What follows belongs to an exercise in optimizing a design on an open flow for small area; a production flow would make more cautious choices.
The RTL was checked by simulation tests, not by an equivalence proof against the original design.
No activity file was given, so power comes from the tool's default toggle rates.

==> flow/design.v <==
`timescale 1ns/1ns
`default_nettype none
module cmd_analysis_top (
  input  logic         clk,
  input  logic         rst_n,
  input  logic         wb_cyc,
  input  logic         wb_stb,
  input  logic         wb_we,
  input  logic [127:0] wb_dat_w,
  output logic         wb_ack,
  input  logic [2:0]   fifo_addr,
  input  logic         pop,
  output logic         fifo_empty,
  output logic [127:0] cmd_out,
  output logic         controller_idle
);
  localparam int NS = 24;    
  localparam int DW = 124;   
  localparam int NF = 8;
  localparam logic [NS-1:0] INS = NS'((1 << 0) | (1 << 3) | (1 << 6) | (1 << 9) |
                                      (1 << 12) | (1 << 15) | (1 << 18) | (1 << 21));
  localparam logic [NS-1:0] POL = NS'(24'b111000111000111000111000);
  logic [1:0]    ph;         
  logic          pend;       
  logic [DW-1:0] cap_data;
  logic [2:0]    cap_fifo;
  logic [1:0]    cap_seq;
  logic [DW-1:0] r_data [0:NS-1];
  logic [NS-1:0] r_valid;
  logic [2:0]    r_fifo [0:NS-1];
  logic [1:0]    r_seq  [0:NS-1];
  logic [2:0]    cnt  [0:NF-1];   
  logic [NF-1:0] hh;              
  logic [1:0]    hseq [0:NF-1];   
  logic       op_erase;
  logic       known;
  logic [2:0] dec_target;
  logic [2:0] dec_other;
  logic       any_af;
  logic       accept;
  logic [DW-1:0] dec_data;
  assign op_erase   = wb_dat_w[127] & wb_dat_w[126];
  assign known      = !(wb_dat_w[127] & !wb_dat_w[126]);
  assign dec_target = op_erase ? wb_dat_w[2:0]   : wb_dat_w[66:64];
  assign dec_other  = op_erase ? wb_dat_w[66:64] : wb_dat_w[2:0];
  assign dec_data   = {wb_dat_w[127:81], wb_dat_w[79:67], dec_other, wb_dat_w[63:3]};
  always_comb
  begin
    any_af = 1'b0;
    for (int f = 0; f < NF; f++)
      any_af = any_af | (cnt[f][2] & cnt[f][1]);
  end
  assign accept = wb_cyc && wb_stb && wb_we && (ph == 2'd0) && !any_af && !wb_ack;
  logic [2:0] t_cnt;
  logic       t_hh;
  logic [1:0] t_n;
  assign t_cnt = cnt[dec_target];
  assign t_hh  = hh[dec_target];
  assign t_n   = 2'((4'(t_cnt) + 4'(t_hh) + 4'd1) >> 1);
  logic [1:0]    a_hseq;
  logic          a_hh;
  logic          a_nonempty;
  logic [NS-1:0] match;
  logic          cap_match;
  logic [DW-1:0] rd;
  logic          pop_ok;
  logic          free_any;
  assign a_hseq     = hseq[fifo_addr];
  assign a_hh       = hh[fifo_addr];
  assign a_nonempty = cnt[fifo_addr] != 3'd0;
  assign pop_ok     = pop && a_nonempty;
  assign free_any   = pop_ok && a_hh;   
  always_comb
  begin
    for (int p = 0; p < NS; p++)
      match[p] = r_valid[p] && (r_fifo[p] == fifo_addr) && (r_seq[p] == a_hseq);
    cap_match = pend && (cap_fifo == fifo_addr) && (cap_seq == a_hseq);
  end
  logic [1:0] o_op;
  logic       o_erase;
  logic [2:0] o_other;
  assign o_op    = rd[123:122];
  assign o_erase = o_op[1] & o_op[0];
  assign o_other = rd[63:61];
  assign cmd_out = {rd[123:77], a_hh, rd[76:64],
                    o_erase ? o_other : fifo_addr,
                    rd[60:0],
                    o_erase ? fifo_addr : o_other};
  assign fifo_empty = !a_nonempty;
  logic [NS-1:0] ins;
  logic          inserted;
  logic          free_cap;
  assign free_cap = free_any && cap_match;
  logic [NS-1:0] freeing;   
  logic [NS-1:0] keep;      
  assign freeing = {NS{free_any}} & match;
  assign keep    = r_valid & ~freeing;
  logic [NS-1:0] ins_free;
  logic          any_free;
  always_comb
  begin
    logic taken;
    taken    = 1'b0;
    ins_free = '0;
    for (int p = 0; p < NS; p++)
      if (INS[p])
      begin
        ins_free[p] = !taken && !r_valid[(p + NS - 1) % NS];
        taken       = taken | ins_free[p];
      end
    any_free = taken;
    ins      = '0;
    for (int p = 0; p < NS; p++)
      if (INS[p])
        ins[p] = pend && (ins_free[p] || (!any_free && freeing[(p + NS - 1) % NS]));
    inserted = |ins;
  end
  logic [NS-1:0] col   [0:DW-1];
  logic [NS-1:0] col_d [0:DW-1];
  logic [DW-1:0] ins_d [0:NS-1];
  always_comb
    for (int b = 0; b < DW; b++)
      for (int p = 0; p < NS; p++)
      begin
        col[b][p]   = r_data[p][b];
        ins_d[p][b] = col_d[b][p];
      end
  for (genvar b = 0; b < DW; b++)
  begin : g_bit
    cmd_rd_bit #(.NS(NS), .POL(POL)) u_rd (
      .d    (col[b]),
      .m    (match),
      .mn   (~match),
      .c    (cap_data[b]),
      .cm   (cap_match),
      .y    (rd[b])
    );
    cmd_ins_bit #(.NS(NS), .POL(POL), .INS(INS)) u_ins (
      .d    (col[b]),
      .k    (keep),
      .kn   (~keep),
      .i    (ins),
      .in_n (~ins),
      .c    (cap_data[b]),
      .cn   (!cap_data[b]),
      .nd   (col_d[b])
    );
  end
  always_ff @(posedge clk)
  begin
    for (int p = 0; p < NS; p++)
    begin
      if (INS[p])
      begin
        r_data[p] <= ins_d[p];
        r_fifo[p] <= ({3{keep[(p + NS - 1) % NS]}} & r_fifo[(p + NS - 1) % NS]) |
                     ({3{ins[p]}} & cap_fifo);
        r_seq[p]  <= ({2{keep[(p + NS - 1) % NS]}} & r_seq[(p + NS - 1) % NS]) |
                     ({2{ins[p]}} & cap_seq);
      end
      else
      begin
        r_data[p] <= r_data[(p + NS - 1) % NS];
        r_fifo[p] <= r_fifo[(p + NS - 1) % NS];
        r_seq[p]  <= r_seq[(p + NS - 1) % NS];
      end
    end
  end
  always_ff @(posedge clk or negedge rst_n)
  begin
    if (!rst_n)
      r_valid <= '0;
    else
      for (int p = 0; p < NS; p++)
        if (ins[p])
          r_valid[p] <= !free_cap;
        else
          r_valid[p] <= keep[(p + NS - 1) % NS];
  end
  logic cap_hold;
  assign cap_hold = pend && !inserted && !free_cap;
  logic [DW-1:0] cap_next;
  for (genvar b = 0; b < DW; b++)
  begin : g_cap
    cmd_cap_bit u_cap (
      .q (cap_data[b]),
      .h (cap_hold),
      .d (dec_data[b]),
      .a (accept),
      .y (cap_next[b])
    );
  end
  always_ff @(posedge clk)
    cap_data <= cap_next;
  always_ff @(posedge clk)
  begin
    if (accept)
    begin
      cap_fifo <= dec_target;
      cap_seq  <= hseq[dec_target] + t_n;
    end
  end
  always_ff @(posedge clk or negedge rst_n)
  begin
    if (!rst_n)
    begin
      wb_ack <= 1'b0;
      ph     <= 2'd0;
      pend   <= 1'b0;
    end
    else
    begin
      wb_ack <= accept;
      if (accept)
        ph <= known ? 2'd1 : 2'd0;
      else if (ph != 2'd0)
        ph <= ph + 2'd1;
      if (accept && known)
        pend <= 1'b1;
      else if (inserted || free_cap)
        pend <= 1'b0;
    end
  end
  always_ff @(posedge clk or negedge rst_n)
  begin
    if (!rst_n)
    begin
      for (int f = 0; f < NF; f++)
      begin
        cnt[f]  <= 3'd0;
        hseq[f] <= 2'd0;
      end
      hh <= '0;
    end
    else
    begin
      for (int f = 0; f < NF; f++)
      begin
        logic push_f;
        logic pop_f;
        push_f = ph[1] && (cap_fifo == 3'(f));
        pop_f  = pop_ok && (fifo_addr == 3'(f));
        if (push_f && !pop_f)
          cnt[f] <= cnt[f] + 3'd1;
        else if (pop_f && !push_f)
          cnt[f] <= cnt[f] - 3'd1;
        if (pop_f)
        begin
          hh[f] <= !hh[f];
          if (hh[f])
            hseq[f] <= hseq[f] + 2'd1;
        end
      end
    end
  end
  always_ff @(posedge clk or negedge rst_n)
  begin
    if (!rst_n)
      controller_idle <= 1'b0;
    else
    begin
      logic all_empty;
      all_empty = 1'b1;
      for (int f = 0; f < NF; f++)
        all_empty = all_empty & (cnt[f] == 3'd0);
      controller_idle <= all_empty;
    end
  end
endmodule
module cmd_rd_bit #(
  parameter int            NS  = 24,
  parameter logic [NS-1:0] POL = '0
) (
  input  logic [NS-1:0] d,      
  input  logic [NS-1:0] m,      
  input  logic [NS-1:0] mn,
  input  logic          c,      
  input  logic          cm,     
  output logic          y
);
  always_comb
  begin
    y = c & cm;
    for (int p = 0; p < NS; p++)
      if (POL[p])
        y = y | !(mn[p] | d[p]);
      else
        y = y | (m[p] & d[p]);
  end
endmodule
module cmd_ins_bit #(
  parameter int            NS  = 24,
  parameter logic [NS-1:0] POL = '0,
  parameter logic [NS-1:0] INS = '0
) (
  input  logic [NS-1:0] d,      
  input  logic [NS-1:0] k,      
  input  logic [NS-1:0] kn,
  input  logic [NS-1:0] i,      
  input  logic [NS-1:0] in_n,
  input  logic          c,      
  input  logic          cn,
  output logic [NS-1:0] nd      
);
  always_comb
    for (int p = 0; p < NS; p++)
      if (!INS[p])
        nd[p] = 1'b0;
      else if (POL[p])
        nd[p] = !((d[(p + NS - 1) % NS] & k[(p + NS - 1) % NS]) | (c & i[p]));
      else
        nd[p] = !((d[(p + NS - 1) % NS] | kn[(p + NS - 1) % NS]) & (cn | in_n[p]));
endmodule
module cmd_cap_bit (
  input  logic q,
  input  logic h,
  input  logic d,
  input  logic a,
  output logic y
);
  assign y = (q & h) | (d & a);
endmodule
`default_nettype wire
==> flow/flow/run.sh <==
#!/bin/bash
# The standard layout, with the port buffers made from the smallest
# buffer cell instead of the one buffer_ports picks by default.
set -euo pipefail
bash standard.sh "BUFFER_PORTS_ARGS=-buffer_cell sky130_fd_sc_hd__buf_1" finish > standard.log 2>&1
==> flow/standard.sh <==
#!/bin/bash
# synth_recipe.tcl (not shown) runs the flow's synth.tcl, then flattens the netlist and writes it again
# the make line also repeats each setting of config.mk as NAME=value (left out here)
make -C /OpenROAD-flow-scripts/flow DESIGN_CONFIG=/design/flow/config.mk WORK_HOME=/design/flow/orfs CLKGATE_MAP_FILE= SYNTH_SCRIPT=/design/flow/synth_recipe.tcl "${@:-finish}"
==> flow/config.mk <==
export PLATFORM = sky130hd
export DESIGN_NAME = cmd_analysis_top
export DESIGN_NICKNAME = cmd_analysis_top
export VERILOG_FILES = /design/flow/design.v
export SDC_FILE = /design/flow/constraint.sdc
export NUM_CORES = 4
export LEC_CHECK = 0
export CAP_MARGIN = 20
export CORE_MARGIN = 2
export CORE_UTILIZATION = 85
export CTS_BUF_LIST = sky130_fd_sc_hd__clkbuf_16
export CTS_CLUSTER_DIAMETER = 80
export CTS_CLUSTER_SIZE = 30
export SLEW_MARGIN = 20
export SYNTH_HIERARCHICAL = 1
export SYNTH_MINIMUM_KEEP_SIZE = 0
==> flow/constraint.sdc <==
create_clock -name core_clock -period 10.0 [get_ports {clk}]
set_input_delay 2.0000 -clock core_clock [delete_from_list [all_inputs] [get_ports {clk}]]
set_output_delay 2.0000 -clock core_clock [all_outputs]
set_load 0.01 [all_outputs]
==> run_results.csv <==
group,metric,value,unit
critical_path,reg2reg_depth,12,
grt,grtUsageMet3,30.06,%
grt,grt_use_met1,72.72,%
clocking,post_cts_buffers,0,
critical_path,cp_max_fo,31,
power,netSwitchingPower,5.613,mW
timing,holdWs,341.4,ps
clocking,cts_resized,0,
final_layout,fill_cells,3568,
power,p_clk_share,27.7,%
clocking,numCtsBuffers,120,
logic_synthesis,syn_inst,7396,
detailed_routing,drt_iter0_markers,18670,
floorplan,fp.dieArea,0.1132,mm^2
critical_path,critPathLaunchType,"input port",
detailed_routing,firstDrtPassIters,22,
power,ir_worst_vdd,0.2115,mV
timing,fin_crit_sh,97.12,%
timing,worst_pin_slew,1325,ps
timing,hold_viol_final,0,
grt,use_met2,83.59,%
critical_path,r2r_end,"cap_data[80]$_DFF_P_",
detailed_routing,drc_errors,0,
detailed_routing,num_vias,80380,
min_path,hp-class,"reg2reg",
min_path,min_path_cells,0,
min_path,hold_start,"r_data[22][37]$_DFF_P_",
grt,grt_max_degree,126,
critical_path,r2r_setup_slack,4080,ps
grt,grt_pass1_wl,513.3,mm
logic_synthesis,syn-num-nets,7552,
power,switching_share,25.42,%
floorplan,io_pins,268,
timing,max_freq,103.0,MHz
power,p_total,22.08,mW
critical_path,endpoint_kind,"output port",
grt,grt_pass1_vias,82610,
floorplan,rows,121,
grt,antenna_found_initial,33,
logic_synthesis,synth_warnings,24,
grt,grtUsageTotal,61.34,%
timing,fin_skew,49.54,ps
critical_path,cp.required,8000,ps
place,io_buffers,266,
timing,layout_min_cycle_time,9712,ps
status,run_status,"no timing/DRC/antenna violations",
final_layout,drive_above_1_share,4.168,%
clocking,insertion_delay,830,ps
logic_synthesis,synth_area_per_cell,12.71,um^2
grt,grt.overflow.total,0,
floorplan,core_region_area,0.1093,mm^2
clocking,clk_pin_slew,120,ps
power,powerDensity,217.7,mW/mm^2
power,p_leak,34.71,nW
place,place.gp.congestion,0.9208,
clocking,cts.sink_count,3302,
logic_synthesis,netlist_area,0.09397,mm^2
power,p_comb_share,8.2,%
clocking,root_buffer,"clkbuf_16",
timing,slew_headroom,11.69,%
critical_path,crit_arrival,7710,ps
detailed_routing,antenna_left,0,
timing,final-max-slew-violation-count,0,
critical_path,path_class,"in2out",
power,internal_power,16.47,mW
grt,grt-busiest-layer,"met2",
clocking,postCtsHoldBufs,0,
timing,finalSetupViolCount,0,
floorplan,die_h,336.5,um
detailed_routing,drt_wl_total,358.7,mm
critical_path,worstReg2RegStart,"hseq[1][1]$_DFFE_PN0P_",
clocking,cts.path.max_buffers,3,
timing,rsz0062_at_grt,"no",
min_path,min_to,"r_data[23][37]$_DFF_P_",
floorplan,fp.dieW,336.5,um
detailed_routing,drt-wirelength-per-cell,38.28,um
final_layout,nets,8009,
clocking,htreeDepth,3,
run,cap_violations,0,
final_layout,area_delta_synth_final,7.934,%
floorplan,start_util,85.97,%
detailed_routing,via_per_inst,8.578,
place,dp_hpwl,173.5,mm
clocking,cts_tree,"done",
power,pwr-share-seq,64.1,%
-- worst max-delay path by stage --
stage,startpoint,to,slack [ps],cells past startpoint
after floorplan,fifo_addr[2],cap_data[0]$_DFF_P_,-3000,11
after global placement,fifo_addr[0],cmd_out[58],1260,12
after detailed placement,fifo_addr[1],cmd_out[31],1090,13
after CTS,fifo_addr[1],cmd_out[31],970,13
after global routing,fifo_addr[2],cmd_out[65],430,13
final,fifo_addr[0],cmd_out[65],290,12
-- area by class of cell --
type,instances,area [um^2],share of cell area (%)
Sequential cell,3302,66540,65.60
Multi-Input combinational cell,3853,26710,26.34
Clock buffer,123,3078,3.035
Timing Repair Buffer,375,2198,2.167
Tap cell,1476,1847,1.821
Inverter,201,882.1,0.8697
Clock inverter,16,107.6,0.1061
Antenna cell,24,60.06,0.05921
-- cell usage in the layout (no fill, tap or decap), drive strengths merged, types with 127 or more instances in the layout --
master  instances
inv           211
nand4         154
dfxtp        3220
nand2         218
buf           371
o21ai         215
clkbuf        127
a22o          250
and3          136
nor2          278
a221oi        374
o22ai        1116
a22oi         498
-- stage by stage --
stage / util (%) / std cells / setup TNS, ps / instance area, um^2 / worst slack (ps)
finish: 92.79 / 9370 / 0 / 101400 / 287.8
global route: 92.75 / 9352 / 0 / 101400 / 427.4
detailed placement: 89.79 / 9206 / 0 / 98150 / 1087
global placement: 89.79 / 9206 / 0 / 98150 / 1256
CTS: 92.70 / 9345 / 0 / 101300 / 973.4
floorplan: - / 7396 / -372320 / 94090 / -3003
-- registers in the layout (all words and copies together) (netlist names) --
name             count
cnt                 24
r_data            2976
cap_fifo             3
ph                   2
r_fifo              72
hseq                16
hh                   8
r_valid             24
r_seq               48
pend                 1
cap_seq              2
controller_idle      1
cap_data           124
wb_ack               1
-- critical path, cell delays in order --
cell and delay (ps):
clkbuf_2 680, inv_4 130, a32o_2 330, o32ai_4 830, buf_4 320, xnor2_1 170, a211o_4 690, o22ai_1 220
a221oi_1 830, nand4_1 800, mux2_2 550, buf_1 130
-- per-layer routing --
layer	wire length, um	part of all wire, %
met2	140100	39
met3	71800	20
met5	233	0.065
met4	40870	11
met1	105700	29
-- power by group through the flow --
stage	Clock (mW)	Combinational (mW)	Sequential, mW
detailed placement	0	1.61	14.4
CTS	5.94	1.65	14.1
finish	6.11	1.81	14.2
global placement	0	1.55	14.3
global route	6.40	1.80	14.2
floorplan	0	0.948	14.2

[re-timing with driven ports]
The flow's constraints put no driver on any port. The routed layout listed below was extracted and timed again, unchanged, in two steps.
Step 1 (the two cells are an assumption about what drives the block):
set clk [get_ports {clk}]
set_driving_cell -lib_cell sky130_fd_sc_hd__clkbuf_16 $clk
set_driving_cell -lib_cell sky130_fd_sc_hd__buf_2 [delete_from_list [all_inputs] $clk]
Step 2, shift: input delay + t, output delay - t, t = (earliest + latest rising clock arrival at the registers) / 2. This alone moves slack from input paths to output paths.
Three values: ideal ports, drivers, drivers and shift; two values: the first two.
shift t [ns]: 0.889
setup slack, ns: 0.288 / 0.255 / 0.255
worst hold slack (ns): 0.341 / 0.341 / 0.341
worst data-port slew with drivers (ns): 0.17
cell pins on the clock port's net: 1
After both steps this run still meets setup and hold. The setup slack of this run moves by -0.033 ns with the drivers and by -0.033 ns with both steps.
